Context: an optimization exercise on an open-source flow, tuned for small area, a short achievable clock period and few clock cycles per item. The choices shown serve that exercise and are no tape-out recipe. Function was checked by simulation only, so behaviour that the tests miss may differ from the original.

==> design.v <==
package rsa_pkg;
    localparam int PRIME_WIDTH = 8;            
    localparam int WORD_WIDTH  = 16;           
    localparam int MONT_WIDTH  = 17;           
    localparam int MONT_ROWS   = 18;           
    localparam int E_WIDTH     = 5;
    localparam logic [1:0] KG_IDLE = 2'd0;   
    localparam logic [1:0] KG_WAIT = 2'd1;   
    localparam logic [1:0] KG_RUN  = 2'd2;   
    localparam logic [4:0] KC_RED_INIT  = 5'd7;    
    localparam logic [4:0] KC_RED_FIRST = 5'd8;    
    localparam logic [4:0] KC_RED_LAST  = 5'd28;   
    localparam logic [4:0] KC_SQR       = 5'd29;   
    localparam logic [4:0] KC_R2        = 5'd30;   
    localparam logic [4:0] KC_END       = 5'd31;   
    localparam logic [1:0] EX_IDLE = 2'd0;   
    localparam logic [1:0] EX_CONV = 2'd1;   
    localparam logic [1:0] EX_SQR  = 2'd2;   
    localparam logic [1:0] EX_MUL  = 2'd3;   
endpackage
`timescale 1ns/1ps
import rsa_pkg::*;
module mont_qbit (
    input  logic s1_1,     
    input  logic c1_1,     
    input  logic q,        
    input  logic n_1,      
    input  logic a_next,   
    input  logic b_0,      
    output logic q_next
);
    assign q_next = s1_1 ^ c1_1 ^ (q & ~n_1) ^ (a_next & b_0);
endmodule
module mont_mul (
    input  logic [MONT_WIDTH-1:0] a,
    input  logic [MONT_WIDTH-1:0] b,
    input  logic [WORD_WIDTH-1:0] n,
    output logic [MONT_WIDTH-1:0] r
);
    localparam int W = MONT_WIDTH + 1;   
    logic [W-1:0] total;
    logic [W-1:0] rs [0:MONT_ROWS];   
    logic [W-1:0] rc [0:MONT_ROWS];   
    logic         rq [0:MONT_ROWS];   
    logic [W-1:0] a_ext, b_ext, n_ext;
    assign a_ext = W'(a);
    assign b_ext = W'(b);
    assign n_ext = W'(n);
    assign rs[0] = '0;
    assign rc[0] = '0;
    assign rq[0] = a[0] & b[0];
    for (genvar i = 0; i < MONT_ROWS; i++) begin : g_row
        logic [W-1:0] x, y, s1, c1, s2, c2;
        assign x  = a_ext[i] ? b_ext : '0;
        assign s1 = rs[i] ^ rc[i] ^ x;
        assign c1 = ((rs[i] & rc[i]) | (rs[i] & x) | (rc[i] & x)) << 1;
        assign y  = rq[i] ? n_ext : '0;
        assign s2 = s1 ^ c1 ^ y;
        assign c2 = ((s1 & c1) | (s1 & y) | (c1 & y)) << 1;
        assign rs[i+1] = s2 >> 1;   
        assign rc[i+1] = c2 >> 1;   
        mont_qbit qbit (
            .s1_1  (s1[1]),
            .c1_1  (c1[1]),
            .q     (rq[i]),
            .n_1   (n[1]),
            .a_next(a_ext[i+1]),
            .b_0   (b[0]),
            .q_next(rq[i+1])
        );
    end
    assign total = rs[MONT_ROWS] + rc[MONT_ROWS];
    assign r = total[MONT_WIDTH-1:0];
endmodule
`timescale 1ns/1ps
import rsa_pkg::*;
module rsa_core (
    input  logic                   clk,
    input  logic                   reset,
    input  logic                   key_valid,
    output logic                   key_ready,
    input  logic [PRIME_WIDTH-1:0] p,
    input  logic [PRIME_WIDTH-1:0] q,
    output logic                   keys_ready,
    output logic [WORD_WIDTH-1:0]  modulus_out,
    output logic [WORD_WIDTH-1:0]  public_e,
    input  logic                   msg_valid,
    output logic                   msg_ready,
    input  logic [WORD_WIDTH-1:0]  msg,
    input  logic                   encrypt,
    output logic                   result_valid,
    input  logic                   result_ready,
    output logic [WORD_WIDTH-1:0]  result
);
    logic [WORD_WIDTH-1:0]  n_reg;     
    logic [E_WIDTH-1:0]     e_reg;
    logic [WORD_WIDTH-1:0]  d_reg;
    logic [MONT_WIDTH-1:0]  r2_reg;    
    logic                   loaded;
    logic [MONT_WIDTH-1:0]  a_reg;     
    logic [MONT_WIDTH-1:0]  x_reg;     
    logic [WORD_WIDTH-1:0]  m_reg;     
    logic [WORD_WIDTH-1:0]  res_reg;
    logic [1:0]             ex_state;
    logic [3:0]             bit_idx;   
    logic                   enc_reg;
    logic                   fix_pend;  
    logic                   res_valid;
    logic [1:0]             kg_state;
    logic [4:0]             kc;        
    logic [PRIME_WIDTH-1:0] p_reg, q_reg;
    logic [2:0]             cand;      
    logic                   e_chk;     
    logic                   e_found;
    logic [4:0]             k_acc;     
    logic [4:0]             k_val;
    logic                   k_found;
    logic [4:0]             d_step;
    logic                   d_done;
    logic signed [5:0]      d_g;       
    logic [3:0]             t_hist;    
    logic                   key_ready_q, keys_ready_q, msg_ready_q;
    logic                   sel_a_m, sel_a_c;                   
    logic                   sel_b_r2, sel_b_a, sel_b_x, sel_b_m;  
    logic                   sel_n_c;                            
    assign key_ready    = key_ready_q;
    assign keys_ready   = keys_ready_q;
    assign msg_ready    = msg_ready_q;
    assign result_valid = res_valid;
    assign result       = res_reg;
    assign modulus_out  = n_reg;
    assign public_e     = WORD_WIDTH'(e_reg);
    logic msg_fire, key_fire;
    assign msg_fire = msg_valid && msg_ready_q;
    assign key_fire = key_valid && key_ready_q;
    logic [WORD_WIDTH-1:0] exp_val;
    logic [3:0]            exp_top;
    logic                  exp_bit;
    assign exp_val = enc_reg ? WORD_WIDTH'(e_reg) : d_reg;
    assign exp_bit = exp_val[bit_idx];
    always_comb begin
        logic [3:0] idx;
        exp_top = 4'd0;
        idx     = 4'd0;
        for (int i = 0; i < WORD_WIDTH; i++) begin
            if (exp_val[i]) exp_top = idx;
            idx = idx + 4'd1;
        end
    end
    logic kg_run, last_op, fix_now, eng_free;
    logic res_op, kg_sqr, kg_r2, kg_end;
    assign kg_run   = (kg_state == KG_RUN);
    assign last_op  = (ex_state == EX_MUL) && (bit_idx == 4'd0);
    assign fix_now  = fix_pend && !res_valid;
    assign eng_free = (ex_state == EX_IDLE) && (!fix_pend || fix_now);
    assign res_op   = kg_run && (kc >= 5'd7) && !e_found && !e_chk;
    assign kg_sqr   = kg_run && (kc == KC_SQR) && k_found;
    assign kg_r2    = kg_run && (kc == KC_R2);
    assign kg_end   = kg_run && (kc >= KC_R2) && d_done;
    logic [1:0] ex_next, ex_hold, kg_next;   
    logic [3:0] bit_next;
    logic       fix_next, valid_next, loaded_next;
    logic [4:0] kc_next;
    logic       k_found_next;
    always_comb begin
        ex_hold  = ex_state;
        bit_next = bit_idx;
        case (ex_state)
            EX_IDLE: ;
            EX_CONV: begin
                ex_hold  = EX_SQR;
                bit_next = exp_top - 4'd1;
            end
            EX_SQR: begin
                if (exp_bit) ex_hold = EX_MUL;
                else         bit_next = bit_idx - 4'd1;
            end
            default: begin
                bit_next = bit_idx - 4'd1;
                ex_hold  = (bit_idx == 4'd0) ? EX_IDLE : EX_SQR;
            end
        endcase
        ex_next = msg_fire ? EX_CONV : ex_hold;
        fix_next = fix_pend;
        if (last_op)      fix_next = 1'b1;
        else if (fix_now) fix_next = 1'b0;
        valid_next = res_valid;
        if (fix_now)           valid_next = 1'b1;
        else if (result_ready) valid_next = 1'b0;
        kg_next     = kg_state;
        loaded_next = loaded;
        case (kg_state)
            KG_IDLE: if (key_fire) kg_next = KG_WAIT;
            KG_WAIT: if (eng_free) kg_next = KG_RUN;
            default: if (kg_end) begin
                kg_next     = KG_IDLE;
                loaded_next = 1'b1;
            end
        endcase
        kc_next = kc;
        if (kg_state == KG_WAIT) begin
            kc_next = 5'd0;
        end else if (kg_run) begin
            if (kc != KC_SQR && kc != KC_END) kc_next = kc + 5'd1;
            else if (kc == KC_SQR && k_found) kc_next = kc + 5'd1;
        end
    end
    logic kg_run_next, keys_ready_next;
    logic [6:0] sel_hold;
    assign kg_run_next     = (kg_next == KG_RUN);
    assign keys_ready_next = loaded_next && (kg_next == KG_IDLE);
    always_ff @(posedge clk or posedge reset) begin
        if (reset) begin
            ex_state     <= EX_IDLE;
            fix_pend     <= 1'b0;
            res_valid    <= 1'b0;
            kg_state     <= KG_IDLE;
            loaded       <= 1'b0;
            key_ready_q  <= 1'b1;
            keys_ready_q <= 1'b0;
            msg_ready_q  <= 1'b0;
        end else begin
            ex_state     <= ex_next;
            fix_pend     <= fix_next;
            res_valid    <= valid_next;
            kg_state     <= kg_next;
            loaded       <= loaded_next;
            key_ready_q  <= (kg_next == KG_IDLE);
            keys_ready_q <= keys_ready_next;
            msg_ready_q  <= !msg_fire && keys_ready_next &&
                            (((ex_hold == EX_IDLE) && !fix_next) ||
                             ((ex_hold == EX_MUL) && (bit_next == 4'd0) && !valid_next));
        end
    end
    always_ff @(posedge clk) begin
        bit_idx <= bit_next;
        kc      <= kc_next;
        if (msg_ready_q) enc_reg <= encrypt;
        sel_a_m  <= msg_fire || sel_hold[6];
        sel_a_c  <= !msg_fire && sel_hold[5];
        sel_b_r2 <= msg_fire;
        sel_b_a  <= !msg_fire && sel_hold[3];
        sel_b_x  <= !msg_fire && sel_hold[2];
        sel_b_m  <= !msg_fire && sel_hold[1];
        sel_n_c  <= !msg_fire && sel_hold[0];
    end
    always_comb begin
        sel_hold = '0;
        if (kg_run_next) begin
            if (kc_next == KC_SQR)     sel_hold = 7'b1000010;   
            else if (kc_next == KC_R2) sel_hold = 7'b0000010;   
            else                       sel_hold = 7'b0100101;   
        end else begin
            case (ex_hold)
                EX_SQR:  sel_hold = 7'b0001000;
                EX_MUL:  sel_hold = (bit_next == 4'd0) ? 7'b0000010 : 7'b0000100;
                default: sel_hold = '0;
            endcase
        end
    end
    logic [4:0] cand_e, cand_b;
    always_comb begin
        case (cand)
            3'd0:    begin cand_e = 5'd3;  cand_b = 5'd1;  end
            3'd1:    begin cand_e = 5'd5;  cand_b = 5'd1;  end
            3'd2:    begin cand_e = 5'd7;  cand_b = 5'd4;  end
            3'd3:    begin cand_e = 5'd11; cand_b = 5'd1;  end
            3'd4:    begin cand_e = 5'd13; cand_b = 5'd9;  end
            default: begin cand_e = 5'd17; cand_b = 5'd16; end
        endcase
    end
    logic [MONT_WIDTH-1:0] mm_a, mm_b, mm_r;
    logic [WORD_WIDTH-1:0] mm_n;
    assign mm_a = ({MONT_WIDTH{sel_a_m}} & MONT_WIDTH'(m_reg)) |
                  ({MONT_WIDTH{sel_a_c}} & MONT_WIDTH'(cand_b)) |
                  ({MONT_WIDTH{!sel_a_m && !sel_a_c}} & a_reg);
    assign mm_b = ({MONT_WIDTH{sel_b_r2}} & r2_reg) |
                  ({MONT_WIDTH{sel_b_a}}  & a_reg) |
                  ({MONT_WIDTH{sel_b_x}}  & x_reg) |
                  ({MONT_WIDTH{sel_b_m}}  & MONT_WIDTH'(m_reg));
    assign mm_n = sel_n_c ? WORD_WIDTH'(cand_e) : n_reg;
    mont_mul mont_mul_inst (
        .a(mm_a),
        .b(mm_b),
        .n(mm_n),
        .r(mm_r)
    );
    logic [MONT_WIDTH-1:0] sub_in;
    logic [MONT_WIDTH:0]   sub_out;
    logic [WORD_WIDTH-1:0] sub_red;    
    assign sub_in  = kg_run ? {m_reg, 1'b0} : a_reg;
    assign sub_out = {1'b0, sub_in} - {2'b0, n_reg};
    assign sub_red = sub_out[MONT_WIDTH] ? sub_in[WORD_WIDTH-1:0] : sub_out[WORD_WIDTH-1:0];
    always_ff @(posedge clk) begin
        if (fix_now) res_reg <= sub_red;
    end
    logic       kg_start;
    logic [8:0] n_sum;      
    logic [7:0] t_sum;      
    logic [4:0] k_next;
    logic [5:0] k_sum;
    logic [5:0] k_diff;
    logic [4:0] x_win;      
    logic [2:0] x_val;      
    logic       d_bit;
    logic [7:0] g_sum;
    assign kg_start = (kg_state == KG_WAIT) && eng_free;
    assign n_sum   = {1'b0, n_reg[15:8]} + (q_reg[0] ? {1'b0, p_reg} : 9'd0);
    assign t_sum   = {1'b0, x_reg[13:7]} + (q_reg[1] ? {1'b0, p_reg[7:1]} : 8'd0);
    assign k_sum   = {1'b0, k_acc} + {1'b0, a_reg[4:0]};
    assign k_diff  = k_sum - {1'b0, e_reg};
    assign k_next  = k_diff[5] ? k_sum[4:0] : k_diff[4:0];
    assign x_win   = {t_hist, (d_step >= 5'd2) ? x_reg[0] : 1'b0};
    always_comb begin
        x_val = (d_step == 5'd0) ? 3'd1 : 3'd0;
        for (int j = 0; j < 5; j++) begin
            x_val = x_val + ((k_val[j] && x_win[j]) ? 3'd1 : 3'd0);
        end
    end
    assign d_bit   = d_g[0] ^ x_val[0];
    assign g_sum   = {{2{d_g[5]}}, d_g} + (d_bit ? {3'b0, e_reg} : 8'd0) - {5'b0, x_val};
    always_ff @(posedge clk) begin
        if (key_ready_q) begin
            p_reg <= p;
            q_reg <= q;
        end
        if (kg_start) begin
            n_reg   <= '0;
            x_reg   <= '0;
            cand    <= 3'd0;
            e_chk   <= 1'b0;
            e_found <= 1'b0;
            k_found <= 1'b0;
            d_done  <= 1'b0;
        end else if (kg_run) begin
            if (kc < 5'd8) begin
                n_reg <= {n_sum, n_reg[7:1]};
                q_reg <= q_reg >> 1;
                if (kc < 5'd7) x_reg[13:0] <= {t_sum, x_reg[6:1]};
            end
            if (kc == KC_RED_INIT) m_reg <= 16'd8;
            if (kc >= KC_RED_FIRST && kc <= KC_RED_LAST) begin
                m_reg <= sub_red;
            end
            if (res_op) begin
                e_chk <= 1'b1;
            end else if (e_chk) begin
                e_chk <= 1'b0;
                if (a_reg[4:0] == 5'd0 || a_reg[4:0] == cand_e) begin
                    cand <= cand + 3'd1;
                end else begin
                    e_found <= 1'b1;
                    e_reg   <= cand_e;
                    k_acc   <= 5'd1;
                    k_val   <= 5'd0;
                    d_step  <= 5'd0;
                    d_g     <= '0;
                    t_hist  <= '0;
                end
            end
            if (e_found && !k_found) begin
                k_acc <= k_next;
                k_val <= k_val + 5'd1;
                if (k_next == 5'd0) k_found <= 1'b1;
            end
            if (k_found && !d_done) begin
                d_reg  <= {d_bit, d_reg[15:1]};
                d_g    <= g_sum[6:1];   
                t_hist <= x_win[3:0];
                if (d_step >= 5'd2) x_reg <= x_reg >> 1;
                d_step <= d_step + 5'd1;
                if (d_step == 5'd15) d_done <= 1'b1;
            end
            if (res_op || kg_sqr) a_reg <= mm_r;
            if (kg_r2) r2_reg <= mm_r;
        end
        if (msg_ready_q) m_reg <= msg;
        if (!kg_run) begin
            case (ex_state)
                EX_CONV: begin
                    a_reg <= mm_r;
                    x_reg <= mm_r;
                end
                EX_SQR, EX_MUL: a_reg <= mm_r;
                default: ;
            endcase
        end
    end
endmodule
==> flow/run.sh <==
#!/bin/bash
# The standard layout (the standard.sh, standard synthesis included), with
# a plain buffer on every port and the timing repair steps asked to leave
# extra setup slack, so that they work on the paths that set the achieved
# period. Constraints are unchanged.
set -euo pipefail
bash standard.sh SETUP_SLACK_MARGIN=87 "BUFFER_PORTS_ARGS=-buffer_cell sky130_fd_sc_hd__buf_2" finish > standard.log 2>&1
==> standard.sh <==
#!/bin/bash
# synth_recipe.tcl (not shown) runs the flow's synth.tcl, then flattens the netlist and writes it again
# the make line also repeats each setting of config.mk as NAME=value (left out here)
make -C /OpenROAD-flow-scripts/flow DESIGN_CONFIG=/design/flow/config.mk WORK_HOME=/design/flow/orfs CLKGATE_MAP_FILE= SYNTH_SCRIPT=/design/flow/synth_recipe.tcl "${@:-finish}"
==> config.mk <==
export PLATFORM = sky130hd
export DESIGN_NAME = rsa_core
export DESIGN_NICKNAME = rsa_core
export VERILOG_FILES = /design/flow/design.v
export SDC_FILE = /design/flow/constraint.sdc
export NUM_CORES = 4
export LEC_CHECK = 0
export CAP_MARGIN = 20
export CORE_MARGIN = 2
export CORE_UTILIZATION = 40
export SLEW_MARGIN = 20
export SYNTH_HIERARCHICAL = 1
export SYNTH_MINIMUM_KEEP_SIZE = 0
==> constraint.sdc <==
create_clock -name core_clock -period 110.0 [get_ports {clk}]
set_input_delay 22.0000 -clock core_clock [delete_from_list [all_inputs] [get_ports {clk}]]
set_output_delay 22.0000 -clock core_clock [all_outputs]
set_load 0.01 [all_outputs]
==> reports/results.tsv, run 1 <==
metric	value	unit
1st-pass router iterations	5	
flops & latches, synth	193	
Die ar.	72400	um2
I/O Pins	90	
detailed placement HPWL	50200	um
Worst Hold Class	reg -> reg	
RSZ-0062 raised after global routing	yes	
Worst path slowest cell	dfstp_4	
number of vias per cell	5.10	
Crit. End Element	output pin	
wire per inst	15.9	um
IO Port Bufs	77	
CP cell instances	buf_6	
clk latency of the worst-skew pair	0.46	ns
WP buf/inv	1	
Initial Util	40.3	%
fraction of synthesis flops using an asynchronous set or reset pin	5.18	%
GPL Wtd Cong	0.868	
Area Growth Syn to Fin	7.45	%
Worst-Margin Slew	1.08	ns
slew margin rel.	27.8	%
worst r2r src	cand[0]$_SDFFE_PP0P_	
TNS Setup	0	ns
Slowest Stage Delay on Critical Path	0.66	ns
CP arrival	1.22	ns
capture point of the worst reg-to-reg path	x_reg[13]$_DFF_P_	
final worst-path cycle share	21.1	%
clock buffer count from CTS	17	
compound-cell area share of the yosys netlist	7.97	%
Core ar.	69800	um2
layout cell share with drive strength beyond 1	9.16	%
hold endpoint	loaded$_DFF_PP0_	
grt ovf	0	
post-synthesis mux area share	2.92	%
syn avg cell area	9.59	um2
clk buf depth	2	
dominant synthesized flop cell	edfxtp_1	
required time of the worst setup path	88.00	ns
CTS tree	built	
initial antenna violation count	1	
post-route non-filler standard cell count	3868	
root buf cell	clkbuf_16	
Die Y	269	um
clk sink count	193	
final net count	3624	
pin count of the biggest net entering global routing	51	
sequential area share after synthesis	17.6	%
Synth Area in Adders	44.3	%
first-pass GRT wire length	106000	um
Hold Path Origin	loaded$_DFF_PP0_	
remaining antenna violation count	0	
DRC Markers	0	
main combinational cell family by area after synthesis	adder cells	
row count	97	
placed insts	3822	
FF-to-FF setup slack	88.48	ns
Mapped Area	28100	um2
Syn Inst Count	2930	
H-tree levels	4	
total of max-cap violations	0	
WS Path Type	reg -> out	
Hold Violations, Final	0	
Tmin final	23.22	ns
worst-path fanout max	2	
CP Launch Type	flop	
Place WS	86.50	ns
FF-to-FF path depth	74	
Global Route Usage Sum	18.3	%
Setup WS post-layout	86.78	ns
final setup violation count	0	
Starting DRT DRC Count	1086	
Post-synth EDFFs	103	
Syn. warnings	16	
Yosys cell types	78	
Slew Limit Fails	0	
clk_skew	0.00923	ns
FMAX	0.0431	GHz
FILL cells	6934	
status	complete, no violations	
routed via count	19700	
post-synthesis simple-gate area fraction	16.5	%
CTS clk-pin slew, worst paths	0.07	ns
vias in the first global route	20400	
Hold Path Depth	1	
hold_buf cts	0	
final WL	61300	um
XOR/XNOR share of the synthesized area	3.51	%
Die Wd	269	um
critical path's top delay family	flip-flops	
## routing by layer
metal  up-vias  track usage, %  part of all wire (%)
met5         -               0                 0.052
met4         4            3.03                   1.3
met3        48            2.09                   3.1
met2       255            30.5                    49
met1     10200            26.0                    46
li1       9241               -                     -
## how the worst max path moves through the flow
stage | depth (start not counted) | slack [ns] | to | from
global placement | 6 | 86.86 | sel_b_m$_DFF_P_ | msg_valid
finish | 1 | 86.78 | key_ready | key_ready_q$_DFF_PP1_
floorplan | 5 | 87.10 | sel_b_m$_DFF_P_ | msg_valid
CTS | 1 | 86.76 | key_ready | key_ready_q$_DFF_PP1_
global route | 1 | 86.75 | key_ready | key_ready_q$_DFF_PP1_
detailed placement | 66 | 86.50 | a_reg[16]$_DFF_P_ | sel_a_m$_DFF_P_
## cell usage in the layout (no fill, tap or decap), drive strengths merged, types with 81 or more instances in the layout
master,netlist,final
a21oi,81,81
and2,107,107
buf,20,134
edfxtp,103,103
fa,539,539
ha,133,133
inv,335,336
nand2,663,663
nor2,110,110
## per-module statistics from Yosys (local to each module, per instance)
module     cells inside  copies in the design  cell area (um2)
mont_mul           1635                     1            15800
mont_qbit             4                    17             41.3
rsa_core           1227                     1            11600
## logic make-up (layout without fill, tap and decap cells)
kind of cell / Yosys count / in the layout
buffers and inverters: 516 / 502
adder cells (fa/ha/maj): 672 / 672
XOR/XNOR: 86 / 86
other: 3 / 15
multiplexers: 74 / 74
flip-flops: 193 / 193
AND/OR/NAND/NOR: 1053 / 1053
AO/OA/AOI/OAI: 333 / 333
## synth_stat cells (38+ instances only)
master / number / share of area (%)
nand2_1: 662 / 8.8
ha_1: 133 / 5.9
and2_1: 107 / 2.4
edfxtp_1: 103 / 11
a21oi_1: 78 / 1.4
o21ai_0: 76 / 1.4
mux2i_1: 38 / 1.4
dfxtp_1: 80 / 5.7
inv_1: 335 / 4.5
fa_1: 539 / 38
clkbuf_1: 161 / 2.2
nor2_1: 110 / 1.5
## through the flow
stage	util [%]	hold slack, ns	area, um2
2_1_floorplan	-	0.422	28100
3_3_place_gp	42.0	0.434	29300
3_5_place_dp	42.0	0.444	29300
4_1_cts	43.2	0.464	30100
5_1_grt	43.3	0.481	30200
6_report	43.3	0.464	30200
## final cells by class
| cell class | instances | area, um2 | share of cell area (%) |
|---|---|---|---|
| multi-input cells | 2232 | 21300 | 70.4 |
| flip-flops and latches | 193 | 4990 | 16.5 |
| inverters | 335 | 1260 | 4.16 |
| well taps | 940 | 1180 | 3.89 |
| repair buffers | 135 | 881 | 2.92 |
| clock buffers | 26 | 532 | 1.76 |
| clock inverters | 6 | 91.3 | 0.302 |
| diodes | 1 | 2.50 | 0.00829 |
## worst register-to-register path: cells and delay by family (launching register included)
kind                     cells  cell delay, ns
AO/OA/AOI/OAI                8            2.19
XOR/XNOR                    15            5.38
adder cells (fa/ha/maj)     23            9.35
buffers and inverters       18            1.66
flip-flops                   1            0.44
AND/OR/NAND/NOR             10            2.38
## timing repair
item / in CTS / in global routing
endpoints found under the setup margin: 63 / 78
resized for setup: 29 / 27
buffers inserted: 8 / 4
gates cloned: 1 / 0
pin swaps: 0 / 0
Testbench counts, summed over its fixed seeds: cycles 13,334, items 1,024.
==> run 2, diff against run 1 <==
--- a/design.v
+++ b/design.v
@@ -109,5 +109,4 @@
     logic [1:0]             kg_state;
     logic [4:0]             kc;        
-    logic [PRIME_WIDTH-1:0] p_reg, q_reg;
     logic [2:0]             cand;      
     logic                   e_chk;     
@@ -120,8 +119,10 @@
     logic signed [5:0]      d_g;       
     logic [3:0]             t_hist;    
-    logic                   key_ready_q, keys_ready_q, msg_ready_q;
+    logic                   key_busy_q, keys_ready_q, msg_ready_q;   
+    logic                   key_ready_q;
     logic                   sel_a_m, sel_a_c;                   
     logic                   sel_b_r2, sel_b_a, sel_b_x, sel_b_m;  
     logic                   sel_n_c;                            
+    assign key_ready_q  = !key_busy_q;   
     assign key_ready    = key_ready_q;
     assign keys_ready   = keys_ready_q;
@@ -207,4 +208,11 @@
     end
     logic kg_run_next, keys_ready_next;
+    logic key_may, msg_may, key_waits;
+    logic key_turn;
+    assign key_may   = (kg_next == KG_IDLE);
+    assign msg_may   = !msg_fire && keys_ready_next &&
+                       (((ex_hold == EX_IDLE) && !fix_next) ||
+                        ((ex_hold == EX_MUL) && (bit_next == 4'd0) && !valid_next));
+    assign key_waits = key_valid && !key_ready_q;
     logic [6:0] sel_hold;
     assign kg_run_next     = (kg_next == KG_RUN);
@@ -217,7 +225,8 @@
             kg_state     <= KG_IDLE;
             loaded       <= 1'b0;
-            key_ready_q  <= 1'b1;
+            key_busy_q   <= 1'b0;
             keys_ready_q <= 1'b0;
             msg_ready_q  <= 1'b0;
+            key_turn     <= 1'b1;
         end else begin
             ex_state     <= ex_next;
@@ -226,9 +235,8 @@
             kg_state     <= kg_next;
             loaded       <= loaded_next;
-            key_ready_q  <= (kg_next == KG_IDLE);
             keys_ready_q <= keys_ready_next;
-            msg_ready_q  <= !msg_fire && keys_ready_next &&
-                            (((ex_hold == EX_IDLE) && !fix_next) ||
-                             ((ex_hold == EX_MUL) && (bit_next == 4'd0) && !valid_next));
+            key_busy_q   <= !(key_may && (!msg_may || (key_waits && key_turn)));
+            msg_ready_q  <= msg_may && !(key_may && key_waits && key_turn);
+            if (key_may && msg_may && key_waits) key_turn <= !key_turn;
         end
     end
@@ -306,6 +314,6 @@
     logic [7:0] g_sum;
     assign kg_start = (kg_state == KG_WAIT) && eng_free;
-    assign n_sum   = {1'b0, n_reg[15:8]} + (q_reg[0] ? {1'b0, p_reg} : 9'd0);
-    assign t_sum   = {1'b0, x_reg[13:7]} + (q_reg[1] ? {1'b0, p_reg[7:1]} : 8'd0);
+    assign n_sum   = {1'b0, n_reg[15:8]} + (r2_reg[0] ? {1'b0, r2_reg[15:8]} : 9'd0);
+    assign t_sum   = {1'b0, x_reg[13:7]} + (r2_reg[1] ? {1'b0, r2_reg[15:9]} : 8'd0);
     assign k_sum   = {1'b0, k_acc} + {1'b0, a_reg[4:0]};
     assign k_diff  = k_sum - {1'b0, e_reg};
@@ -321,8 +329,5 @@
     assign g_sum   = {{2{d_g[5]}}, d_g} + (d_bit ? {3'b0, e_reg} : 8'd0) - {5'b0, x_val};
     always_ff @(posedge clk) begin
-        if (key_ready_q) begin
-            p_reg <= p;
-            q_reg <= q;
-        end
+        if (key_fire) r2_reg <= {1'b0, p, q};
         if (kg_start) begin
             n_reg   <= '0;
@@ -336,5 +341,5 @@
             if (kc < 5'd8) begin
                 n_reg <= {n_sum, n_reg[7:1]};
-                q_reg <= q_reg >> 1;
+                r2_reg[7:0] <= r2_reg[7:0] >> 1;
                 if (kc < 5'd7) x_reg[13:0] <= {t_sum, x_reg[6:1]};
             end
--- a/flow/run.sh
+++ b/flow/run.sh
@@ -5,3 +5,3 @@
 # period. Constraints are unchanged.
 set -euo pipefail
-bash standard.sh SETUP_SLACK_MARGIN=87 "BUFFER_PORTS_ARGS=-buffer_cell sky130_fd_sc_hd__buf_2" finish > standard.log 2>&1
+bash standard.sh SETUP_SLACK_MARGIN=87.4 "BUFFER_PORTS_ARGS=-buffer_cell sky130_fd_sc_hd__buf_2" finish > standard.log 2>&1
==> run 2 against run 1 <==
- via count grew 1.9%
- final cell count decreased by 1.0%
- count of clock-buffer cells in the layout decreased by 9
==> reports/results.tsv, run 2 <==
metric	value	unit	change
status	complete, no violations		
dominant synthesized flop cell	dfxtp_1		
clock buffer count from CTS	17		unchanged
CTS tree	built		
Die ar.	71100	um2	-1.8%
top cell types by occurrence after synthesis	nand2_1, fa_1, inv_1		
worst-path fanout max	2		unchanged
critical path's top delay family	flip-flops		
FMAX	0.0434	GHz	+0.68%
hold_buf cts	0		unchanged
Syn. warnings	16		unchanged
TNS Setup	0	ns	unchanged
Hold Violations, Final	0		unchanged
Yosys cell types	83		+6.4%
Area Growth Syn to Fin	8.40	%	
Worst-Margin Slew	1.03	ns	-0.0545 ns
remaining antenna violation count	0		unchanged
CP arrival	1.07	ns	-0.15 ns
slew margin rel.	31.4	%	+3.6 points
grt ovf	0		unchanged
WP buf/inv	1		unchanged
detailed placement HPWL	54300	um	+8.3%
clk latency of the worst-skew pair	0.45	ns	about the same
clk buf depth	2		unchanged
Slew Limit Fails	0		unchanged
Initial Util	40.3	%	about the same
most common cell in the netlist	nand2_1		
WHS	0.482	ns	+0.0174 ns
Slowest Stage Delay on Critical Path	0.49	ns	-0.17 ns
row count	96		-1.0%
Tmin final	23.07	ns	-0.156 ns
WS Path Type	reg -> out		
fraction of synthesis flops using an asynchronous set or reset pin	6.18	%	+1.0 points
CP cell instances	buf_6		
total of max-cap violations	0		unchanged
clk_skew	0.0147	ns	+0.00547 ns
routed via count	20100		+1.9%
Starting DRT DRC Count	1280		+18%
IO Port Bufs	77		unchanged
Syn Inst Count	2917		-0.44%
most frequent cells in the layout	nand2_1, fa_1, inv_1, ha_1, and2_1		
vias in the first global route	20900		+2.3%
final net count	3642		+0.50%
commonest non-fill, non-tap cell in the layout	nand2_1		
pin count of the biggest net entering global routing	51		unchanged
placed insts	3759		-1.6%
clk sink count	178		-7.8%
Worst path slowest cell	dfrtp_4		
GPL Wtd Cong	0.888		+2.2%
DRC Markers	0		unchanged
post-route non-filler standard cell count	3828		-1.0%
Mapped Area	27600	um2	-1.8%
Crit. End Element	output pin		
CTS clk-pin slew, worst paths	0.08	ns	about the same
flops & latches, synth	178		-7.8%
Post-synth EDFFs	78		-24%
Core ar.	68500	um2	-1.9%
CP Launch Type	flop		
number of vias per cell	5.26		+3.0%
required time of the worst setup path	88.00	ns	about the same
Global Route Usage Sum	19.5	%	+1.2 points
1st-pass router iterations	6		+1
first-pass GRT wire length	111000	um	+4.5%
layout cell share with drive strength beyond 1	10.5	%	+1.3 points
root buf cell	clkbuf_16		
final worst-path cycle share	21.0	%	-0.14 points
H-tree levels	4		unchanged
Die Y	267	um	-0.89%
sequential area share after synthesis	15.9	%	-1.7 points
final setup violation count	0		unchanged
I/O Pins	90		unchanged
initial antenna violation count	1		unchanged
share of the synthesized area in the top cell type	39.1	%	+0.71 points
Die Wd	267	um	-0.89%
Worst Hold Class	reg -> reg		
final WL	65500	um	+6.8%
Synth area leaders	fa_1, nand2_1, edfxtp_1, dfxtp_1, ha_1		
cell accounting for the most synthesized area	fa_1		
syn avg cell area	9.46	um2	-1.4%
wire per inst	17.1	um	+7.9%
RSZ-0062 raised after global routing	yes		
[run 2: changes by cell type after synthesis, moves of 4 or more]
cell	previous run	this run
mux2i_1	38	32
a211oi_1	7	14
nor3b_1	4	0
a31oi_1	10	5
dfxtp_1	80	89
a22oi_1	36	40
nor2_1	110	104
edfxtp_1	103	78
[run 2: worst reg2reg max path: cells and delay by family (launching register included)]
| family | cells | cell delay (ns) |
|---|---|---|
| AOI/OAI and AO/OA | 6 | 1.38 |
| xor gates and xnor gates | 15 | 5.43 |
| adders and majority gates | 24 | 9.77 |
| buffers and inverters | 19 | 1.81 |
| DFF | 1 | 0.44 |
| muxes | 1 | 0.28 |
| and+or+nand+nor | 11 | 2.11 |
[run 2: area by class of cell]
| cell class | count | area, um2 |
|---|---|---|
| Antenna cell | 1 | 2.50 |
| Clock buffer | 17 | 425 |
| Clock inverter | 15 | 130 |
| Fill cell | 6798 | 38600 |
| Inverter | 334 | 1250 |
| Multi-Input combinational cell | 2238 | 21400 |
| Sequential cell | 178 | 4450 |
| Tap cell | 882 | 1100 |
| Timing Repair Buffer | 163 | 1170 |
[run 2: final timing paths]
kind / from / end / slack (ns) / cells past startpoint
setup reg to reg: cand[0]$_SDFFE_PP0P_ / a_reg[16]$_DFF_P_ / 88.69 / 76
setup / recovery: msg_ready_q$_DFF_PP0_ / msg_ready / 86.93 / 1
max in group asynchronous: reset / msg_ready_q$_DFF_PP0_ / 88.14 / 2
hold reg to reg: loaded$_DFF_PP0_ / loaded$_DFF_PP0_ / 0.48 / 1
min in group asynchronous: reset / msg_ready_q$_DFF_PP0_ / 21.53 / 2
hold / removal: loaded$_DFF_PP0_ / loaded$_DFF_PP0_ / 0.48 / 1
[run 2: modules after synthesis (local to each module, per instance)]
module	flops+latches	copies in the design
mont_mul	0	1
mont_qbit	0	17
rsa_core	178	1
[run 2: per-layer routing]
metal	vias up	track usage, %	wire length (um)
li1	9252	-	-
met1	10400	27.8	29800
met2	392	32.6	32100
met3	75	1.84	2440
met4	0	3.63	1100
met5	-	0	0
[run 2: cells by family after synthesis]
| family | Yosys count | share of synthesized area, % |
|---|---|---|
| AOI/OAI and AO/OA | 338 | 8.26 |
| xor gates and xnor gates | 90 | 3.70 |
| muxes | 70 | 2.85 |
| adders and majority gates | 672 | 45.1 |
| buffers and inverters | 512 | 7.16 |
| other | 3 | 0.0408 |
| and+or+nand+nor | 1054 | 16.9 |
| DFF | 178 | 15.9 |
[run 2: repair_timing]
| action | CTS | global route |
|---|---|---|
| buffers inserted | 30 | 6 |
| pin swaps | 6 | 5 |
| setup endpoints to repair | 93 | 95 |
| resized for setup | 66 | 23 |
[run 2: metrics by stage]
stage	area [um2]	utilization (%)	worst slack, ns
finish	29900	43.7	86.93
detailed placement	28800	42.1	86.27
floorplan	27700	-	86.81
global placement	28800	42.1	86.30
CTS	29800	43.5	86.93
global route	29900	43.7	86.91
Testbench counts of run 2, summed over its fixed seeds: cycles 13,334, items 1,024.
==> run 3, diff against run 2 <==
--- a/flow/run.sh
+++ b/flow/run.sh
@@ -5,3 +5,3 @@
 # period. Constraints are unchanged.
 set -euo pipefail
-bash standard.sh SETUP_SLACK_MARGIN=87.4 "BUFFER_PORTS_ARGS=-buffer_cell sky130_fd_sc_hd__buf_2" finish > standard.log 2>&1
+bash standard.sh SETUP_SLACK_MARGIN=87 "BUFFER_PORTS_ARGS=-buffer_cell sky130_fd_sc_hd__buf_1" finish > standard.log 2>&1
==> run 3 against run 2 <==
- cell area shrank 1.2%
- area after synthesis stayed put
- count of clock-buffer cells in the layout grew 8
- clock skew shrank 0.0054 ns
- non-clock buffer count fell by 22
- critical path depth did not move
==> reports/results.tsv, run 3 <==
metric	value	unit	change
status	complete, no violations		
worst r2r src	cand[0]$_SDFFE_PP0P_		
total of max-cap violations	0		unchanged
RSZ-0062 raised after global routing	yes		
routed via count	19600		-2.5%
cell accounting for the most synthesized area	fa_1		
top cell types by occurrence after synthesis	nand2_1, fa_1, inv_1		
grt ovf	0		unchanged
CTS clk-pin slew, worst paths	0.07	ns	about the same
remaining antenna violation count	0		unchanged
clk sink count	178		unchanged
H-tree levels	4		unchanged
Initial Util	40.3	%	unchanged
Worst Hold Class	reg -> reg		
worst-path fanout max	5		+3
pin count of the biggest net entering global routing	51		unchanged
FILL cells	6847		+0.72%
IO Port Bufs	77		unchanged
TNS Setup	0	ns	unchanged
Starting DRT DRC Count	1186		-7.3%
Hold Violations, Final	0		unchanged
CTS tree	built		
clk latency of the worst-skew pair	0.45	ns	about the same
Yosys cell types	83		unchanged
vias in the first global route	19500		-6.3%
final worst-path cycle share	21.0	%	+0.024 points
Global Route Usage Sum	18.5	%	-1.0 points
slew margin rel.	33.4	%	+2.0 points
Core ar.	68500	um2	unchanged
Die Y	267	um	unchanged
layout cell share with drive strength beyond 1	7.94	%	-2.5 points
commonest non-fill, non-tap cell in the layout	nand2_1		
final WL	61900	um	-5.5%
syn avg cell area	9.46	um2	unchanged
detailed placement HPWL	51200	um	-5.7%
met3 Track Usage GR	2.69	%	+0.86 points
sequential area share after synthesis	15.9	%	unchanged
Worst-Margin Slew	0.999	ns	-0.0301 ns
Die ar.	71100	um2	unchanged
GPL Wtd Cong	0.892		+0.52%
Area Growth Syn to Fin	7.08	%	
share of the synthesized area in the top cell type	39.1	%	unchanged
final setup violation count	0		unchanged
CP cell instances	buf_6		
Post-synth EDFFs	78		unchanged
Die Wd	267	um	unchanged
CP Launch Type	flop		
Crit. End Element	output pin		
number of vias per cell	5.15		-2.0%
CP arrival	1.09	ns	+0.02 ns
FMAX	0.0433	GHz	-0.11%
FF-to-FF path depth	77		+1.3%
I/O Pins	90		unchanged
CP Depth	1		unchanged
most frequent cells in the layout	nand2_1, fa_1, inv_1, ha_1, and2_1		
wire per inst	16.3	um	-5.0%
Syn. warnings	16		unchanged
hold_buf cts	0		unchanged
met2 usage	29.0	%	-3.6 points
met1 Usage GRT	27.2	%	-0.63 points
clk_skew	0.00929	ns	-0.00542 ns
critical path's top delay family	flip-flops		
Tmin final	23.09	ns	+0.0265 ns
first-pass GRT wire length	105000	um	-5.6%
1st-pass router iterations	6		unchanged
required time of the worst setup path	88.00	ns	about the same
Hold Path Depth	1		unchanged
row count	96		unchanged
WP buf/inv	1		unchanged
dominant synthesized flop cell	dfxtp_1		
Slowest Stage Delay on Critical Path	0.51	ns	+0.02 ns
Synth area leaders	fa_1, nand2_1, edfxtp_1, dfxtp_1, ha_1		
Most Crowded Layer GR	met2		
root buf cell	clkbuf_16		
initial antenna violation count	4		+3
Worst path slowest cell	dfrtp_4		
fraction of synthesis flops using an asynchronous set or reset pin	6.18	%	unchanged
most common cell in the netlist	nand2_1		
WS Path Type	reg -> out		
flops & latches, synth	178		unchanged
Hold Path Origin	loaded$_DFF_PP0_		
clk buf depth	2		unchanged
Mapped Area	27600	um2	unchanged
Critical path origin	msg_ready_q$_DFF_PP0_		
Syn Inst Count	2917		unchanged
clock buffer count from CTS	17		unchanged
DRC Markers	0		unchanged
Slew Limit Fails	0		unchanged
final net count	3620		-0.60%
==> run 3: changes by cell type in the layout (fill, tap and decap cells not counted), sizes merged <==
cell	delta
buf	-37
clkbuf	+23
clkinv	-4
clkinvlp	+1
diode	+1
inv	-5
==> run 3: kinds of logic (layout without fill, tap and decap cells) <==
family | count (synthesis) | after routing | synth area share, %
multiplexers | 70 | 70 | 2.85
XOR/XNOR | 90 | 90 | 3.70
buffers and inverters | 512 | 507 | 7.16
other | 3 | 16 | 0.0408
AO/OA/AOI/OAI | 338 | 338 | 8.26
adder cells (fa/ha/maj) | 672 | 672 | 45.1
flip-flops | 178 | 178 | 15.9
AND/OR/NAND/NOR | 1054 | 1054 | 16.9
==> run 3: final timing paths <==
check	end	slack, ns
worst max-delay path	msg_ready	86.91
worst min-delay path	loaded$_DFF_PP0_	0.47
worst max register to register	a_reg[16]$_DFF_P_	88.42
worst min register to register	loaded$_DFF_PP0_	0.47
max in group asynchronous	msg_ready_q$_DFF_PP0_	88.16
min in group asynchronous	kg_state[1]$_DFF_PP0_	21.51
==> run 3: area by class of cell <==
type | instances | area (um2) | share of cell area, %
flip-flops and latches | 178 | 4440 | 15.0
clock inverters | 7 | 67.6 | 0.229
well taps | 882 | 1100 | 3.73
clock buffers | 25 | 519 | 1.76
diodes | 2 | 5.00 | 0.0169
repair buffers | 141 | 831 | 2.81
inverters | 334 | 1250 | 4.24
multi-input cells | 2238 | 21300 | 72.2
==> run 3: metal layers <==
layer  wire length [um]  vias to the layer above  share of wire [%]
met5                  0                        -                  0
met4               1220                        0                2.0
met3               3470                       60                5.6
met2              28800                      398                 47
met1              28400                     9959                 46
li1                   -                     9201                  -
==> run 3: per-module statistics from Yosys, one instance, submodules excluded <==
module	cells inside	flops+latches	copies in the design
mont_mul	1635	0	1
rsa_core	1214	178	1
mont_qbit	4	0	17
==> run 3: through the flow <==
stage | std cells | hold WS [ns] | area, um2 | worst slack (ns) | util, %
5_1_grt | 3805 | 0.493 | 29500 | 86.87 | 43.2
6_report | 3807 | 0.468 | 29600 | 86.91 | 43.2
3_5_place_dp | 3757 | 0.454 | 28700 | 86.25 | 41.9
2_1_floorplan | 2928 | 0.434 | 27700 | 86.81 | -
3_3_place_gp | 3757 | 0.450 | 28700 | 86.26 | 41.9
4_1_cts | 3799 | 0.470 | 29400 | 86.78 | 43.0
==> run 3: repair_timing <==
item | CTS | global route
gates resized for setup | 37 | 42
setup buffers | 10 | 6
setup endpoints to repair | 59 | 74
==> run 4, diff against run 3 <==
--- a/flow/run.sh
+++ b/flow/run.sh
@@ -5,3 +5,3 @@
 # period. Constraints are unchanged.
 set -euo pipefail
-bash standard.sh SETUP_SLACK_MARGIN=87 "BUFFER_PORTS_ARGS=-buffer_cell sky130_fd_sc_hd__buf_1" finish > standard.log 2>&1
+bash standard.sh SETUP_SLACK_MARGIN=87 "BUFFER_PORTS_ARGS=-buffer_cell sky130_fd_sc_hd__buf_2" finish > standard.log 2>&1
==> run 4 against run 3 <==
- critical endpoint unchanged
- cell area up 0.34%
- highest routed layer unchanged
- worst setup slack better by 0.010 ns
- routed wire length grew 5.6%
- clock skew fell by 0.0013 ns
- largest cell class unchanged
- flip-flop and latch count unchanged
==> reports/results.tsv, run 4 <==
metric	value	unit	change
Worst path slowest cell	dfrtp_4		
final worst-path cycle share	21.0	%	about the same
Reg area	4440	um2	unchanged
Worst-Margin Slew	1.02	ns	+0.0198 ns
clock buffer count from CTS	17		unchanged
detailed placement HPWL	54100	um	+5.5%
DRC Markers	0		unchanged
Post-synth EDFFs	78		unchanged
# diodes	0		-2
Die Wd	267	um	unchanged
syn avg cell area	9.46	um2	unchanged
CTS clk-pin slew, worst paths	0.07	ns	about the same
most common cell in the netlist	nand2_1		
Starting DRT DRC Count	1162		-2.0%
top cell types by occurrence after synthesis	nand2_1, fa_1, inv_1		
clk sink count	178		unchanged
vias in the first global route	20600		+5.3%
clk_skew	0.00796	ns	-0.00132 ns
FMAX	0.0433	GHz	about the same
Global Route Usage Sum	19.5	%	+1.0 points
Core ar.	68500	um2	unchanged
Hold Path Origin	n_reg[12]$_SDFFE_PP0P_		
CP arrival	1.08	ns	about the same
status	complete, no violations		
row count	96		unchanged
sequential area share after synthesis	15.9	%	unchanged
pin count of the biggest net entering global routing	51		unchanged
WHS	0.477	ns	+0.00850 ns
Slew Limit Fails	0		unchanged
GPL Wtd Cong	0.894		+0.19%
Crit. End Element	output pin		
Critical path origin	msg_ready_q$_DFF_PP0_		
commonest non-fill, non-tap cell in the layout	nand2_1		
required time of the worst setup path	88.00	ns	about the same
CP cell instances	buf_6		
Place WS	86.27	ns	+0.0227 ns
1st-pass router iterations	6		unchanged
Syn Inst Count	2917		unchanged
Initial Util	40.3	%	unchanged
most frequent cells in the layout	nand2_1, fa_1, inv_1, ha_1, and2_1		
CTS tree	built		
RSZ-0062 raised after global routing	yes		
flops & latches, synth	178		unchanged
final WL	65400	um	+5.6%
layout cell share with drive strength beyond 1	9.51	%	+1.6 points
Syn. warnings	16		unchanged
WP buf/inv	1		unchanged
H-tree levels	4		unchanged
CP Launch Type	flop		
Hold Violations, Final	0		unchanged
number of vias per cell	5.27		+2.3%
Slowest Stage Delay on Critical Path	0.50	ns	about the same
area of the multi-input gates	21300	um2	unchanged
Area Growth Syn to Fin	7.44	%	
clk buf depth	2		unchanged
FILL cells	6813		-0.50%
first-pass GRT wire length	111000	um	+5.6%
Die ar.	71100	um2	unchanged
critical path's top delay family	flip-flops		
initial antenna violation count	0		-4
Die Y	267	um	unchanged
Worst Hold Class	reg -> reg		
grt ovf	0		unchanged
Core Util, Final	43.3	%	+0.15 points
worst r2r src	cand[0]$_SDFFE_PP0P_		
final setup violation count	0		unchanged
slew margin rel.	32.1	%	-1.3 points
wire per inst	17.2	um	+5.7%
Synth area leaders	fa_1, nand2_1, edfxtp_1, dfxtp_1, ha_1		
final net count	3620		unchanged
fraction of synthesis flops using an asynchronous set or reset pin	6.18	%	unchanged
cell accounting for the most synthesized area	fa_1		
worst-path fanout max	4		-1
root buf cell	clkbuf_16		
dominant synthesized flop cell	dfxtp_1		
IO Port Bufs	77		unchanged
dpl cell area	28800	um2	+0.39%
share of the synthesized area in the top cell type	39.1	%	unchanged
clk latency of the worst-skew pair	0.45	ns	about the same
Tmin final	23.08	ns	-0.0100 ns
Yosys cell types	83		unchanged
WS Path Type	reg -> out		
Setup WS post-layout	86.92	ns	+0.0100 ns
Design Area, Final	29700	um2	+0.34%
total of max-cap violations	0		unchanged
remaining antenna violation count	0		unchanged
I/O Pins	90		unchanged
Mapped Area	27600	um2	unchanged
TNS Setup	0	ns	unchanged
routed via count	20100		+2.2%
## run 4: cell counts after synthesis
No cell type changed its count.
## run 4: cells by family (layout without fill, tap and decap cells)
logic type      Yosys count  in the layout  share of synthesized area (%)
compound gates          338            338                           8.26
xor+xnor                 90             90                           3.70
fa+ha+maj               672            672                           45.1
buf+inv                 512            507                           7.16
flops                   178            178                           15.9
mux                      70             70                           2.85
other cells               3             14                         0.0408
simple gates           1054           1054                           16.9
## run 4: per-layer routing
metal / share of wire, % / wire [um] / global-route usage (%) / vias to the layer above
li1: - / - / - / 9199
met1: 46 / 30200 / 28.3 / 10300
met2: 48 / 31100 / 31.6 / 446
met3: 4.3 / 2830 / 2.15 / 74
met4: 1.9 / 1260 / 4.04 / 0
met5: 0 / 0 / 0 / -
## run 4: modules after synthesis (local to each module, per instance)
| module | flops+latches | area [um2] | cells inside | times used |
|---|---|---|---|---|
| mont_mul | 0 | 15800 | 1635 | 1 |
| mont_qbit | 0 | 41.3 | 4 | 17 |
| rsa_core | 178 | 11100 | 1214 | 1 |
## run 4: what timing repair did
action	4_1_cts	5_1_grt
setup buffers	10	4
hold buffers	0	0
resized for setup	30	19
endpoints found under the setup margin	63	68
## run 4: through the flow
stage	std cells
2_1_floorplan	2928
3_3_place_gp	3759
3_5_place_dp	3759
4_1_cts	3801
5_1_grt	3805
6_report	3805
## run 4: area by class of cell
class,count,share of cell area (%)
multi-input cells,2238,71.9
clock buffers,26,1.87
flip-flops and latches,178,15.0
inverters,334,4.23
repair buffers,141,2.97
clock inverters,6,0.291
well taps,882,3.72
## run 4: path summary, 6_finish.rpt
kind	endpoint	slack, ns	cells after the start
max in group asynchronous	msg_ready_q$_DFF_PP0_	88.12	2
hold reg to reg	n_reg[12]$_SDFFE_PP0P_	0.48	2
setup / recovery	msg_ready	86.92	1
setup reg to reg	x_reg[13]$_DFF_P_	88.30	75
min in group asynchronous	msg_ready_q$_DFF_PP0_	21.54	2
hold / removal	n_reg[12]$_SDFFE_PP0P_	0.48	2
==> run 5, diff against run 4 <==
--- a/config.mk
+++ b/config.mk
@@ -9,4 +9,5 @@
 export CORE_MARGIN = 2
 export CORE_UTILIZATION = 40
+export CTS_BUF_LIST = sky130_fd_sc_hd__clkbuf_4 sky130_fd_sc_hd__clkbuf_8
 export SLEW_MARGIN = 20
 export SYNTH_HIERARCHICAL = 1
==> run 5 against run 4 <==
- flip-flop and latch count unchanged
- synthesized cell count unchanged
- clock skew up 0.0081 ns
- largest cell class unchanged
- highest routed layer unchanged
==> reports/results.tsv, run 5 <==
metric	value	unit	change
clock buffer count from CTS	17		unchanged
RSZ-0062 raised after global routing	yes		
Hold Path Depth	0		-2
clk buf depth	2		unchanged
WS Path Type	reg -> out		
clk_skew	0.0160	ns	+0.00808 ns
Syn. warnings	16		unchanged
total of max-cap violations	0		unchanged
Post-synth EDFFs	78		unchanged
status	complete, no violations		
Tmin final	23.13	ns	+0.0440 ns
Slew Limit Fails	0		unchanged
most common cell in the netlist	nand2_1		
post-route non-filler standard cell count	3820		+0.39%
critical path's top delay family	flip-flops		
top cell types by occurrence after synthesis	nand2_1, fa_1, inv_1		
share of the synthesized area in the top cell type	39.1	%	unchanged
Initial Util	40.3	%	unchanged
remaining antenna violation count	0		unchanged
Slowest Stage Delay on Critical Path	0.50	ns	about the same
Starting DRT DRC Count	1137		-2.2%
Crit. End Element	output pin		
worst-path fanout max	2		-2
grt ovf	0		unchanged
initial antenna violation count	0		unchanged
slew margin rel.	33.1	%	+1.0 points
final WL	65600	um	+0.31%
TNS Setup	0	ns	unchanged
worst r2r src	cand[0]$_SDFFE_PP0P_		
first-pass GRT wire length	111000	um	+0.42%
Syn Inst Count	2917		unchanged
DRC Markers	0		unchanged
FF-to-FF path depth	76		+1.3%
pin count of the biggest net entering global routing	51		unchanged
Worst Hold Class	reg -> reg		
Area Growth Syn to Fin	7.54	%	about the same
hold endpoint	d_reg[0]$_DFFE_PP_		
detailed placement HPWL	54100	um	unchanged
Setup WS post-layout	86.87	ns	-0.0440 ns
dominant synthesized flop cell	dfxtp_1		
number of vias per cell	5.24		-0.53%
IO Port Bufs	77		unchanged
Global Route Usage Sum	19.6	%	+0.064 points
Die Y	267	um	unchanged
I/O Pins	90		unchanged
routed via count	20000		-0.14%
FF-to-FF setup slack	88.30	ns	about the same
Yosys cell types	83		unchanged
FMAX	0.0432	GHz	-0.19%
Place WS	86.27	ns	unchanged
CP arrival	1.13	ns	+0.05 ns
Hold Violations, Final	0		unchanged
most frequent cells in the layout	nand2_1, fa_1, inv_1, ha_1, and2_1		
CTS clk-pin slew, worst paths	0.10	ns	+0.03 ns
# diodes	0		unchanged
Core ar.	68500	um2	unchanged
cell accounting for the most synthesized area	fa_1		
CP cell instances	buf_6		
1st-pass router iterations	6		unchanged
Hold Path Origin	d_reg[1]$_DFFE_PP_		
capture point of the worst reg-to-reg path	a_reg[16]$_DFF_P_		
Die Wd	267	um	unchanged
fraction of synthesis flops using an asynchronous set or reset pin	6.18	%	unchanged
sequential area share after synthesis	15.9	%	unchanged
wire per inst	17.2	um	about the same
Mapped Area	27600	um2	unchanged
Worst-Margin Slew	1.00	ns	-0.0154 ns
Synth area leaders	fa_1, nand2_1, edfxtp_1, dfxtp_1, ha_1		
required time of the worst setup path	88.00	ns	about the same
final worst-path cycle share	21.0	%	+0.040 points
flops & latches, synth	178		unchanged
commonest non-fill, non-tap cell in the layout	nand2_1		
final setup violation count	0		unchanged
GPL Wtd Cong	0.894		unchanged
placed insts	3759		unchanged
hold_buf cts	0		unchanged
Die ar.	71100	um2	unchanged
layout cell share with drive strength beyond 1	10.1	%	+0.60 points
row count	96		unchanged
H-tree levels	4		unchanged
clk latency of the worst-skew pair	0.50	ns	+0.05 ns
syn avg cell area	9.46	um2	unchanged
CTS tree	built		
clk sink count	178		unchanged
Worst path slowest cell	dfrtp_4		
final net count	3635		+0.41%
root buf cell	clkbuf_8		
WP buf/inv	1		unchanged
vias in the first global route	20700		+0.38%
CP Launch Type	flop		
-- run 5: cell count changes in the layout (fill, tap and decap cells not counted), sizes merged --
cell	change
clkbuf	-4
buf	+15
bufinv	+4
-- run 5: how the worst max path moves through the flow --
| stage | startpoint | to | depth (start not counted) |
|---|---|---|---|
| 6_report | msg_ready_q$_DFF_PP0_ | msg_ready | 1 |
| 5_1_grt | msg_ready_q$_DFF_PP0_ | msg_ready | 1 |
| 4_1_cts | msg_ready_q$_DFF_PP0_ | msg_ready | 1 |
| 3_5_place_dp | key_valid | sel_b_m$_DFF_P_ | 6 |
| 3_3_place_gp | key_valid | sel_b_m$_DFF_P_ | 6 |
| 2_1_floorplan | key_valid | key_turn$_DFFE_PP1P_ | 7 |
-- run 5: cells by family after synthesis --
kind of cell | after synthesis | share of synthesized area (%)
flip-flops | 178 | 15.9
AO/OA/AOI/OAI | 338 | 8.26
other | 3 | 0.0408
adder cells (fa/ha/maj) | 672 | 45.1
multiplexers | 70 | 2.85
buffers and inverters | 512 | 7.16
XOR/XNOR | 90 | 3.70
AND/OR/NAND/NOR | 1054 | 16.9
-- run 5: what timing repair did --
| action | in CTS | in global routing |
|---|---|---|
| pin swaps | 0 | 0 |
| hold endpoints to repair | 0 | 0 |
| buffers inserted | 26 | 3 |
| gates resized for setup | 39 | 22 |
| setup endpoints to repair | 76 | 80 |
-- run 5: cell type report --
cell class | instances | area [um2]
Clock buffer | 22 | 278
Clock inverter | 10 | 206
Multi-Input combinational cell | 2238 | 21300
Sequential cell | 178 | 4440
Timing Repair Buffer | 156 | 1060
Tap cell | 882 | 1100
Fill cell | 6822 | 38800
Inverter | 334 | 1250
-- run 5: worst register-to-register path: cells and delay by family, from the launching register on --
kind	cells	cell delay [ns]
fa+ha+maj	24	9.91
buf+inv	19	1.86
xor+xnor	15	5.29
compound gates	6	1.62
mux	1	0.29
flops	1	0.46
simple gates	11	2.19
-- run 5: per-module statistics from Yosys (local to each module, per instance) --
module / cells inside / area [um2] / copies in the design
mont_mul: 1635 / 15800 / 1
rsa_core: 1214 / 11100 / 1
mont_qbit: 4 / 41.3 / 17
-- run 5: stage by stage --
step / util (%) / hold WS [ns] / cell area [um2]
after floorplan: - / 0.434 / 27700
after global placement: 42.1 / 0.472 / 28800
after detailed placement: 42.1 / 0.465 / 28800
final: 43.3 / 0.506 / 29700
after global routing: 43.3 / 0.502 / 29700
after CTS: 43.2 / 0.494 / 29600
-- run 5: per-layer routing --
| metal | vias to the layer above | routed length [um] | GRT usage (%) |
|---|---|---|---|
| li1 | 9225 | - | - |
| met5 | - | 0 | 0 |
| met2 | 399 | 31400 | 31.9 |
| met4 | 0 | 1200 | 4.08 |
| met3 | 57 | 2580 | 1.96 |
| met1 | 10300 | 30400 | 28.3 |
==> run 6, diff against run 5 <==
--- a/design.v
+++ b/design.v
@@ -119,4 +119,5 @@
     logic signed [5:0]      d_g;       
     logic [3:0]             t_hist;    
+    logic [1:0]             dred_s;    
     logic                   key_busy_q, keys_ready_q, msg_ready_q;   
     logic                   key_ready_q;
@@ -303,5 +304,24 @@
         if (fix_now) res_reg <= sub_red;
     end
+    function automatic logic odd_prime(input logic [6:0] h);
+        case (h)
+            7'd1, 7'd2, 7'd3, 7'd5, 7'd6, 7'd8,
+            7'd9, 7'd11, 7'd14, 7'd15, 7'd18, 7'd20,
+            7'd21, 7'd23, 7'd26, 7'd29, 7'd30, 7'd33,
+            7'd35, 7'd36, 7'd39, 7'd41, 7'd44, 7'd48,
+            7'd50, 7'd51, 7'd53, 7'd54, 7'd56, 7'd63,
+            7'd65, 7'd68, 7'd69, 7'd74, 7'd75, 7'd78,
+            7'd81, 7'd83, 7'd86, 7'd89, 7'd90, 7'd95,
+            7'd96, 7'd98, 7'd99, 7'd105, 7'd111, 7'd113,
+            7'd114, 7'd116, 7'd119, 7'd120, 7'd125:
+                     odd_prime = 1'b1;
+            default: odd_prime = 1'b0;
+        endcase
+    endfunction
     logic       kg_start;
+    logic [6:0] prime_in;
+    logic       prime_out;
+    assign prime_in  = (kg_state == KG_WAIT) ? r2_reg[7:1] : r2_reg[15:9];
+    assign prime_out = odd_prime(prime_in);
     logic [8:0] n_sum;      
     logic [7:0] t_sum;      
@@ -319,5 +339,7 @@
     assign k_diff  = k_sum - {1'b0, e_reg};
     assign k_next  = k_diff[5] ? k_sum[4:0] : k_diff[4:0];
-    assign x_win   = {t_hist, (d_step >= 5'd2) ? x_reg[0] : 1'b0};
+    logic t_from_x;
+    assign t_from_x = ({1'b0, d_step} + {4'b0, dred_s}) >= 6'd2;
+    assign x_win   = {t_hist, t_from_x ? x_reg[0] : 1'b0};
     always_comb begin
         x_val = (d_step == 5'd0) ? 3'd1 : 3'd0;
@@ -330,4 +352,11 @@
     always_ff @(posedge clk) begin
         if (key_fire) r2_reg <= {1'b0, p, q};
+        if (kg_state == KG_WAIT) begin
+            dred_s <= {1'b0, prime_out && (r2_reg[15:8] != r2_reg[7:0])};
+        end else if (kg_run && kc == 5'd0) begin
+            if (!(dred_s[0] && prime_out)) dred_s <= 2'd0;
+            else if (!r2_reg[9] && !r2_reg[1]) dred_s <= 2'd2;   
+            else dred_s <= 2'd1;
+        end
         if (kg_start) begin
             n_reg   <= '0;
@@ -357,5 +386,9 @@
                     e_found <= 1'b1;
                     e_reg   <= cand_e;
-                    k_acc   <= 5'd1;
+                    case (dred_s)
+                        2'd0:    k_acc <= 5'd1;
+                        2'd1:    k_acc <= 5'd2;
+                        default: k_acc <= (cand == 3'd0) ? 5'd1 : 5'd4;
+                    endcase
                     k_val   <= 5'd0;
                     d_step  <= 5'd0;
@@ -373,5 +406,5 @@
                 d_g    <= g_sum[6:1];   
                 t_hist <= x_win[3:0];
-                if (d_step >= 5'd2) x_reg <= x_reg >> 1;
+                if (t_from_x) x_reg <= x_reg >> 1;
                 d_step <= d_step + 5'd1;
                 if (d_step == 5'd15) d_done <= 1'b1;
==> flow/run.sh (replaced) <==
#!/bin/bash
# The standard layout (the standard.sh, standard synthesis included), with
# a small plain buffer on every port and the timing repair steps asked to leave
# extra setup slack, so that they work on the paths that set the achieved
# period. Constraints are unchanged.
set -euo pipefail
bash standard.sh SETUP_SLACK_MARGIN=87 "BUFFER_PORTS_ARGS=-buffer_cell sky130_fd_sc_hd__buf_1" finish > standard.log 2>&1
--- a/config.mk
+++ b/config.mk
@@ -9,5 +9,4 @@
 export CORE_MARGIN = 2
 export CORE_UTILIZATION = 40
-export CTS_BUF_LIST = sky130_fd_sc_hd__clkbuf_4 sky130_fd_sc_hd__clkbuf_8
 export SLEW_MARGIN = 20
 export SYNTH_HIERARCHICAL = 1
==> run 6 against run 5 <==
- first-iteration DRC count is 13% higher
- sequential share of layout area fell by 0.27 points
- critical path type unchanged
- largest cell class unchanged
- critical endpoint unchanged
==> reports/results.tsv, run 6 <==
metric	value	unit	change
Worst-Margin Slew	0.985	ns	-0.0177 ns
dpl cell area	29600	um2	+2.8%
compound-cell area share of the yosys netlist	8.85	%	+0.59 points
most frequent cells in the layout	nand2_1, fa_1, inv_1, ha_1, nor2_1		
CP Launch Type	flop		
routed via count	20700		+3.5%
clk_skew	0.0190	ns	+0.00296 ns
row count	97		+1.0%
TNS Setup	0	ns	unchanged
grt ovf	0		unchanged
share of the synthesized area in the top cell type	38.1	%	-1.0 points
WHS	0.475	ns	-0.0308 ns
final setup violation count	0		unchanged
CTS clk-pin slew, worst paths	0.08	ns	-0.02 ns
1st-pass router iterations	6		unchanged
WS Path Type	reg -> out		
Area Growth Syn to Fin	7.39	%	
top cell types by occurrence after synthesis	nand2_1, fa_1, inv_1		
clk sink count	180		+1.1%
total of max-cap violations	0		unchanged
Mapped Area	28400	um2	+2.9%
Initial Util	40.5	%	+0.18 points
post-synthesis mux area share	3.28	%	+0.43 points
root buf cell	clkbuf_16		
XOR/XNOR share of the synthesized area	3.78	%	+0.080 points
Syn Inst Count	3037		+4.1%
CTS tree	built		
fraction of synthesis flops using an asynchronous set or reset pin	6.11	%	-0.069 points
IO Port Bufs	77		unchanged
clk buf depth	2		unchanged
detailed placement HPWL	54000	um	-0.11%
Syn. warnings	16		unchanged
I/O Pins	90		unchanged
CP cell instances	buf_12 > buf_6		
post-synthesis simple-gate area fraction	16.9	%	-0.052 points
RSZ-0062 raised after global routing	yes		
Die ar.	73100	um2	+2.9%
dominant synthesized flop cell	dfxtp_1		
critical path's top delay family	flip-flops		
initial antenna violation count	1		+1
commonest non-fill, non-tap cell in the layout	nand2_1		
most common cell in the netlist	nand2_1		
status	complete, no violations		
Hold Violations, Final	0		unchanged
post-route non-filler standard cell count	3982		+4.2%
DRC Markers	0		unchanged
run 6: cell count changes in the layout (fill, tap and decap cells not counted), moves of 11 or more:
cell       before  now
clkbuf_2        0   11
o211ai_1        5   16
buf_1           0   48
buf_2          64   12
clkbuf_16       0   17
o21ai_0        55   74
nand2_1       662  678
mux2i_1        32   50
a21oi_1        73   93
clkbuf_8       18    0
run 6: logic make-up (layout without fill, tap and decap cells):
group	after synthesis	after routing
AND/OR/NAND/NOR	1078	1078
other	3	15
XOR/XNOR	96	96
flip-flops	180	180
multiplexers	83	83
AO/OA/AOI/OAI	383	383
buffers and inverters	533	526
adder cells (fa/ha/maj)	681	681
run 6: timing repair:
| item | in CTS | in global routing |
|---|---|---|
| resized for setup | 49 | 34 |
| setup buffers | 11 | 4 |
| endpoints found under the setup margin | 64 | 77 |
| pin swaps | 0 | 1 |
| cloned | 1 | 0 |
run 6: path summary, 6_finish.rpt:
kind | slack, ns | cells past startpoint | startpoint | to
setup / recovery | 86.90 | 2 | msg_ready_q$_DFF_PP0_ | msg_ready
hold / removal | 0.47 | 2 | n_reg[5]$_SDFFE_PP0P_ | n_reg[4]$_SDFFE_PP0P_
setup reg to reg | 88.45 | 75 | cand[0]$_SDFFE_PP0P_ | a_reg[16]$_DFF_P_
hold reg to reg | 0.47 | 2 | n_reg[5]$_SDFFE_PP0P_ | n_reg[4]$_SDFFE_PP0P_
max in group asynchronous | 88.17 | 2 | reset | msg_ready_q$_DFF_PP0_
min in group asynchronous | 21.50 | 2 | reset | fix_pend$_DFF_PP0_
run 6: tightest hold or removal path, delay by kind of cell (launching register included):
family	cells	cell delay, ns
DFF	1	0.34
and+or+nand+nor	1	0.05
AOI/OAI and AO/OA	1	0.05
run 6: per-module statistics from Yosys (local to each module, per instance):
module / flops+latches / area, um2
mont_qbit: 0 / 41.3
mont_mul: 0 / 15800
rsa_core: 180 / 11900
run 6: layout make-up:
type,instances,area (um2)
fillers,7184,39700
multi-input cells,2335,22000
flip-flops and latches,180,4480
inverters,344,1290
well taps,940,1180
repair buffers,150,941
clock buffers,17,425
clock inverters,15,149
diodes,1,2.50
run 6: per-layer routing:
| layer | vias to the layer above | GRT usage [%] | wire length, um |
|---|---|---|---|
| li1 | 9634 | - | - |
| met1 | 10600 | 26.8 | 29400 |
| met2 | 443 | 30.6 | 31400 |
| met3 | 67 | 2.59 | 3670 |
| met4 | 0 | 4.33 | 1390 |
| met5 | - | 0 | 0 |
Testbench counts of run 6, summed over its fixed seeds: cycles 12,710, items 1,024.

## what the ideal ports hide
In the flow no input, the clock included, has a driving cell. The finished layouts below were timed again as built, in two steps.
Step 1 (the two cells are an assumption about what drives the block):
set clk [get_ports {clk}]
set_driving_cell -lib_cell sky130_fd_sc_hd__clkbuf_16 $clk
set_driving_cell -lib_cell sky130_fd_sc_hd__buf_2 [delete_from_list [all_inputs] $clk]
Step 2 moves the port delays by t, midway between the first and last clock arrival at a register: inputs arrive t later, outputs are due t later. That takes back most of the time a late clock gives input paths.
Three values: ideal ports, drivers, drivers and shift; two values: the first two.
run	t (ns)	setup slack, ns	worst data-port slew with drivers (ns)	pins driven straight from the clock port
run 1	0.502	86.776 / 86.728 / 86.817	0.06	1
run 2	0.489	86.933 / 86.886 / 86.608	0.05	1
run 3	0.495	86.906 / 86.861 / 86.609	0.05	1
run 4	0.492	86.916 / 86.870 / 86.703	0.06	1
run 5	0.530	86.872 / 86.830 / 86.723	0.05	1
run 6	0.496	86.900 / 86.851 / 86.678	0.08	1
After both steps every run listed still meets setup and hold. For run 2, which loses most, drivers alone change the setup slack by -0.047 ns; drivers and shift together by -0.325 ns.
